This design comes from an exercise in tuning for small area, a short achievable clock period and few clock cycles per item on the open sky130 flow, not from production work. Only simulation tests tie the RTL to the original design; equivalence was not proved.

==> run B: inputs <==
==> flow/design.v <==
`timescale 1ns / 1ps
module gscm_front (
   input  logic         clock,
   input  logic         reset,
   input  logic         csr_we,
   input  logic [2:0]   csr_index,
   input  logic [31:0]  csr_wdata,
   input  logic         in_acc,
   input  logic [7:0]   in_level,
   output logic         out_valid,
   output logic [23:0]  out_ca,      
   output logic [23:0]  out_cb,      
   output logic [7:0]   out_pa,      
   output logic [7:0]   out_pb,      
   output logic [7:0]   out_lvl,
   output logic         out_last     
);
   logic [2:0]   cnt_ff;
   logic [191:0] stops_ff;
   logic         wr_ff;
   logic [2:0]   wr_idx_ff;
   logic [31:0]  wr_data_ff;
   logic         l_valid_ff;
   logic [7:0]   l_level_ff;
   logic [5:1]   in_use, below, run;
   logic [5:0]   sel;
   logic         last;
   logic [31:0]  sa, sb;
   logic         r_valid_ff;
   logic [31:0]  r_sa_ff, r_sb_ff;
   logic [7:0]   r_lvl_ff;
   logic         r_last_ff;
   always_ff @(posedge clock) begin
      wr_ff      <= csr_we && !reset;
      wr_idx_ff  <= csr_index;
      wr_data_ff <= csr_wdata;
   end
   always_ff @(posedge clock) begin
      if (reset) begin
         cnt_ff   <= 3'd2;
         stops_ff <= {128'd0, 32'hFFFF_FFFF, 32'd0};
      end else if (wr_ff) begin
         if (wr_idx_ff == 3'd0) cnt_ff <= wr_data_ff[2:0];
         for (int i = 0; i < 6; i++) begin
            if (wr_idx_ff == 3'(i + 1)) stops_ff[i*32 +: 32] <= wr_data_ff;
         end
      end
   end
   always_ff @(posedge clock) begin
      l_valid_ff <= in_acc && !reset;
      l_level_ff <= in_level;
   end
   always_comb begin
      for (int i = 1; i < 6; i++) begin
         in_use[i] = (cnt_ff > 3'(i));
         below[i]  = in_use[i] && (stops_ff[i*32 + 24 +: 8] < l_level_ff);
      end
      run[1] = below[1];
      for (int i = 2; i < 6; i++) run[i] = run[i-1] && below[i];
      sel[0] = !run[1];
      for (int i = 1; i < 5; i++) sel[i] = run[i] && !run[i+1];
      sel[5] = run[5];
      last = run[5] || !in_use[1];
      for (int i = 1; i < 5; i++) begin
         if (run[i] && !in_use[i+1]) last = 1'b1;
      end
      sa = '0;
      sb = '0;
      for (int i = 0; i < 6; i++) begin
         sa = sa | ({32{sel[i]}} & stops_ff[i*32 +: 32]);
      end
      for (int i = 0; i < 5; i++) begin
         sb = sb | ({32{sel[i]}} & stops_ff[(i+1)*32 +: 32]);
      end
   end
   always_ff @(posedge clock) begin
      r_valid_ff <= l_valid_ff && !reset;
      r_sa_ff    <= sa;
      r_sb_ff    <= sb;
      r_lvl_ff   <= l_level_ff;
      r_last_ff  <= last;
   end
   assign out_valid = r_valid_ff;
   assign out_ca    = r_sa_ff[23:0];
   assign out_cb    = r_sb_ff[23:0];
   assign out_pa    = r_sa_ff[31:24];
   assign out_pb    = r_sb_ff[31:24];
   assign out_lvl   = r_lvl_ff;
   assign out_last  = r_last_ff;
endmodule
`timescale 1ns / 1ps
module gscm_queue #(
   parameter int DEPTH = 6
) (
   input  logic         clock,
   input  logic         reset,
   input  logic         in_valid,
   input  logic [23:0]  in_data,
   output logic         out_valid,
   input  logic         out_ready,
   output logic [23:0]  out_data
);
   localparam int CW = $clog2(DEPTH + 1);
   logic [23:0]      slot_ff [DEPTH];
   logic [DEPTH-1:0] wr_ff, rd_ff;
   logic [CW-1:0]    cnt_ff;
   logic             head_v_ff;
   logic [23:0]      head_ff;
   logic             head_free, fifo_empty, take_fifo, take_in, push;
   logic [23:0]      fifo_head;
   always_comb begin
      fifo_empty = (cnt_ff == '0);
      head_free  = !head_v_ff || out_ready;
      take_fifo  = head_free && !fifo_empty;
      take_in    = head_free && fifo_empty && in_valid;
      push       = in_valid && !take_in;
      fifo_head  = '0;
      for (int i = 0; i < DEPTH; i++) begin
         fifo_head = fifo_head | ({24{rd_ff[i]}} & slot_ff[i]);
      end
   end
   always_ff @(posedge clock) begin
      if (reset) begin
         head_v_ff <= 1'b0;
         cnt_ff    <= '0;
         wr_ff     <= DEPTH'(1);
         rd_ff     <= DEPTH'(1);
      end else begin
         if (head_free) head_v_ff <= !fifo_empty || in_valid;
         if (push && !take_fifo) cnt_ff <= cnt_ff + CW'(1);
         else if (take_fifo && !push) cnt_ff <= cnt_ff - CW'(1);
         if (push) wr_ff <= {wr_ff[DEPTH-2:0], wr_ff[DEPTH-1]};
         if (take_fifo) rd_ff <= {rd_ff[DEPTH-2:0], rd_ff[DEPTH-1]};
      end
   end
   always_ff @(posedge clock) begin
      if (take_fifo) head_ff <= fifo_head;
      else if (take_in) head_ff <= in_data;
   end
   always_ff @(posedge clock) begin
      for (int i = 0; i < DEPTH; i++) begin
         if (push && wr_ff[i]) slot_ff[i] <= in_data;
      end
   end
   assign out_valid = head_v_ff;
   assign out_data  = head_ff;
endmodule
`timescale 1ns / 1ps
module gscm_back #(
   parameter bit       CUT_SD  = 1'b1,        
   parameter bit       CUT_MUL = 1'b1,        
   parameter bit [7:0] CUT_DIV = 8'b0010_1010  
) (
   input  logic         clock,
   input  logic         reset,
   input  logic         in_valid,
   input  logic [23:0]  in_ca,
   input  logic [23:0]  in_cb,
   input  logic [7:0]   in_pa,
   input  logic [7:0]   in_pb,
   input  logic [7:0]   in_lvl,
   input  logic         in_last,
   output logic         out_valid,
   output logic [23:0]  out_rgb      
);
   logic        interp;
   logic [7:0]  span, dlt, rdlt;
   always_comb begin
      interp = !in_last && (in_pb > in_pa);
      span   = 8'd1;
      dlt   = 8'd0;
      rdlt  = 8'd1;
      if (interp) begin
         span = in_pb - in_pa;
         if (in_lvl > in_pa) begin
            dlt  = in_lvl - in_pa;
            rdlt = in_pb - in_lvl;
         end else begin
            rdlt = in_pb - in_pa;
         end
      end
   end
   logic        m_valid;
   logic [23:0] m_ca, m_cb;
   logic [7:0]  m_span, m_dist, m_rdist;
   generate
      if (CUT_SD) begin : g_cut_sd
         always_ff @(posedge clock) begin
            m_valid <= in_valid && !reset;
            m_ca    <= in_ca;
            m_cb    <= in_cb;
            m_span  <= span;
            m_dist  <= dlt;
            m_rdist <= rdlt;
         end
      end else begin : g_pass_sd
         assign m_valid = in_valid;
         assign m_ca    = in_ca;
         assign m_cb    = in_cb;
         assign m_span  = span;
         assign m_dist  = dlt;
         assign m_rdist = rdlt;
      end
   endgenerate
   logic [47:0] num;
   always_comb begin
      for (int c = 0; c < 3; c++) begin
         num[c*16 +: 16] = ({8'd0, m_ca[c*8 +: 8]} * {8'd0, m_rdist})
                         + ({8'd0, m_cb[c*8 +: 8]} * {8'd0, m_dist})
                         + {9'd0, m_span[7:1]};
      end
   end
   localparam int SW = 57;
   function automatic logic [SW-1:0] div_step(input logic [SW-1:0] st);
      logic [8:0] x;
      logic [8:0] diff;
      div_step = st;
      for (int c = 0; c < 3; c++) begin
         x    = {st[c*16 + 8 +: 8], st[c*16 + 7]};
         diff = x - {1'b0, st[55:48]};
         div_step[c*16 + 8 +: 8] = diff[8] ? x[7:0] : diff[7:0];
         div_step[c*16 +: 8]     = {st[c*16 +: 7], !diff[8]};
      end
   endfunction
   wire [9*SW-1:0] dv;
   wire [SW-1:0]   dv_in = {m_valid, m_span, num};
   generate
      if (CUT_MUL) begin : g_cut_mul
         logic [SW-1:0] r;
         always_ff @(posedge clock) begin
            r <= {dv_in[SW-1] && !reset, dv_in[SW-2:0]};
         end
         assign dv[0 +: SW] = r;
      end else begin : g_pass_mul
         assign dv[0 +: SW] = dv_in;
      end
      for (genvar j = 0; j < 8; j++) begin : g_step
         wire [SW-1:0] st = div_step(dv[j*SW +: SW]);
         if (CUT_DIV[j]) begin : g_cut
            logic [SW-1:0] r;
            always_ff @(posedge clock) begin
               r <= {st[SW-1] && !reset, st[SW-2:0]};
            end
            assign dv[(j+1)*SW +: SW] = r;
         end else begin : g_pass
            assign dv[(j+1)*SW +: SW] = st;
         end
      end
   endgenerate
   assign out_valid = dv[8*SW + SW-1];
   assign out_rgb   = {dv[8*SW + 32 +: 8], dv[8*SW + 16 +: 8], dv[8*SW + 0 +: 8]};
endmodule
`timescale 1ns / 1ps
module gradient_stop_colormap_unit (
   input  logic         clock,
   input  logic         reset,
   input  logic         csr_we,
   input  logic [2:0]   csr_index,
   input  logic [31:0]  csr_wdata,
   input  logic         req_tvalid,
   output logic         req_tready,
   input  logic [7:0]   req_tdata,    
   output logic         rsp_tvalid,
   input  logic         rsp_tready,
   output logic [23:0]  rsp_tdata     
);
   localparam int QDEPTH = 8;
   localparam int CAP    = QDEPTH + 1;    
   localparam int CW     = $clog2(CAP + 1);
   logic        acc, pop;
   logic [CW-1:0] cnt_ff, cnt_in;
   logic        rdy_ff;
   logic        f_valid, f_last;
   logic [23:0] f_ca, f_cb;
   logic [7:0]  f_pa, f_pb, f_lvl;
   logic        b_valid;
   logic [23:0] b_rgb;
   logic [23:0] q_data;
   assign acc = req_tvalid && rdy_ff;
   assign pop = rsp_tvalid && rsp_tready;
   always_comb begin
      cnt_in = cnt_ff;
      if (acc && !pop) cnt_in = cnt_ff + CW'(1);
      else if (pop && !acc) cnt_in = cnt_ff - CW'(1);
   end
   always_ff @(posedge clock) begin
      if (reset) begin
         cnt_ff <= '0;
         rdy_ff <= 1'b1;
      end else begin
         cnt_ff <= cnt_in;
         rdy_ff <= (cnt_in < CW'(CAP));
      end
   end
   assign req_tready = rdy_ff;
   gscm_front u_front (
      .clock     (clock),
      .reset     (reset),
      .csr_we    (csr_we),
      .csr_index (csr_index),
      .csr_wdata (csr_wdata),
      .in_acc    (acc),
      .in_level  (req_tdata),
      .out_valid (f_valid),
      .out_ca    (f_ca),
      .out_cb    (f_cb),
      .out_pa    (f_pa),
      .out_pb    (f_pb),
      .out_lvl   (f_lvl),
      .out_last  (f_last)
   );
   gscm_back u_back (
      .clock     (clock),
      .reset     (reset),
      .in_valid  (f_valid),
      .in_ca     (f_ca),
      .in_cb     (f_cb),
      .in_pa     (f_pa),
      .in_pb     (f_pb),
      .in_lvl    (f_lvl),
      .in_last   (f_last),
      .out_valid (b_valid),
      .out_rgb   (b_rgb)
   );
   gscm_queue #(
      .DEPTH (QDEPTH)
   ) u_queue (
      .clock     (clock),
      .reset     (reset),
      .in_valid  (b_valid),
      .in_data   (b_rgb),
      .out_valid (rsp_tvalid),
      .out_ready (rsp_tready),
      .out_data  (q_data)
   );
   assign rsp_tdata = {q_data[7:0], q_data[15:8], q_data[23:16]};
endmodule
==> flow/run.sh <==
#!/bin/bash
# synth_recipe.tcl (not shown) runs the flow's synth.tcl, then flattens the netlist and writes it again
# the make line also repeats each setting of config.mk as NAME=value (left out here)
make -C /OpenROAD-flow-scripts/flow DESIGN_CONFIG=/design/flow/config.mk WORK_HOME=/design/flow/orfs CLKGATE_MAP_FILE= SYNTH_SCRIPT=/design/flow/synth_recipe.tcl finish
==> flow/config.mk <==
export PLATFORM = sky130hd
export DESIGN_NAME = gradient_stop_colormap_unit
export DESIGN_NICKNAME = gradient_stop_colormap_unit
export VERILOG_FILES = /design/flow/design.v
export SDC_FILE = /design/flow/constraint.sdc
export NUM_CORES = 4
export LEC_CHECK = 0
export CAP_MARGIN = 20
export CORE_MARGIN = 2
export CORE_UTILIZATION = 40
export SLEW_MARGIN = 20
==> flow/constraint.sdc <==
create_clock -name core_clock -period 9.0 [get_ports {clock}]
set_input_delay 1.8000 -clock core_clock [delete_from_list [all_inputs] [get_ports {clock}]]
set_output_delay 1.8000 -clock core_clock [all_outputs]
set_load 0.01 [all_outputs]
==> run A: changes against run B <==
CORE_UTILIZATION = 55   (was 40)
SETUP_SLACK_MARGIN = 5   (was default)
==> metrics.md <==
| Metric | Value |
|---|---|
| Status | complete, no violations |
| Wire per inst | 18.22 microns |
| R2r endpoint | u_back.g_cut_mul.r[15] |
| Hold path endpoint | u_back.m_ca[7] |
| Req. time, crit path | 9.55 ns |
| Highest Clock Rate | 0.1644 GHz |
| Setup Buffers After CTS | 0 |
| Met1 wire length | 59340 microns |
| Highest-count cells in the layout ignoring fill and taps | nand2_1, dfxtp_1, inv_1 |
| Number of iterations in the first detailed-routing pass | 6 |
| Skew-Pair Late Insertion Delay | 0.70 ns |
| Global Route Usage Sum | around 20% |
| Clk_buf instances | approximately 110 |
| Period utilisation layout | 67.60% |
| DP Cell Count | between 7000 and 8000 |
| Non-CTS buffers | 126 |
| Area grow syn2layout | 10.88% |
[end of results for run B]
==> metrics.md <==
| Metric | Value |
|---|---|
| Status | complete, no violations |
| Req. time, crit path | 9.49 ns |
| Highest Clock Rate | 0.1912 GHz |
| Period utilisation layout | 58.11% |
| DP Cell Count | 6538 |
| Global Route Usage Sum | 29.58% |
| Area grow syn2layout | 20.75% |
| Met1 wire length | 61520 microns |
| Skew-Pair Late Insertion Delay | 0.69 ns |
| Highest-count cells in the layout ignoring fill and taps | nand2_1, inv_1, dfxtp_1 |
| Hold path endpoint | u_back.m_ca[21] |
| Clk_buf instances | roughly 120 |
| Wire per inst | 20.95 microns |
| R2r endpoint | u_back.g_cut_mul.r[14] |
[end of results for run A]
Testbench counts of run B, summed over its fixed seeds: cycles 18,378, items 16,000.
Testbench counts of run A, summed over its fixed seeds: cycles 18,378, items 16,000.

## re-timing with driven ports
Ports are ideal in the flow. The routed layouts listed here were re-timed in OpenROAD. Step 1 (the two cells are an assumption about what drives the block):
set clk [get_ports {clock}]
set_driving_cell -lib_cell sky130_fd_sc_hd__clkbuf_16 $clk
set_driving_cell -lib_cell sky130_fd_sc_hd__buf_2 [delete_from_list [all_inputs] $clk]
Step 2 adds t to the input delays and takes it off the output delays; t is the mean of the earliest and latest rising clock arrival at the registers after step 1. Input paths then give back, and output paths get back, about the clock's delay inside the block. a / b / c = ideal ports / drivers / drivers and shift; a / b = the first two.
run | t, ns | slack for setup (ns) | worst setup path after step 2 | clock arrival spread, ns
run B | 0.770 | 2.916 / 2.916 / 2.916 | register to register | 0.024 / 0.023
run A | 0.741 | 3.770 / 3.770 / 3.770 | register to register | 0.039 / 0.040
After both steps setup and hold are still met in every run listed.
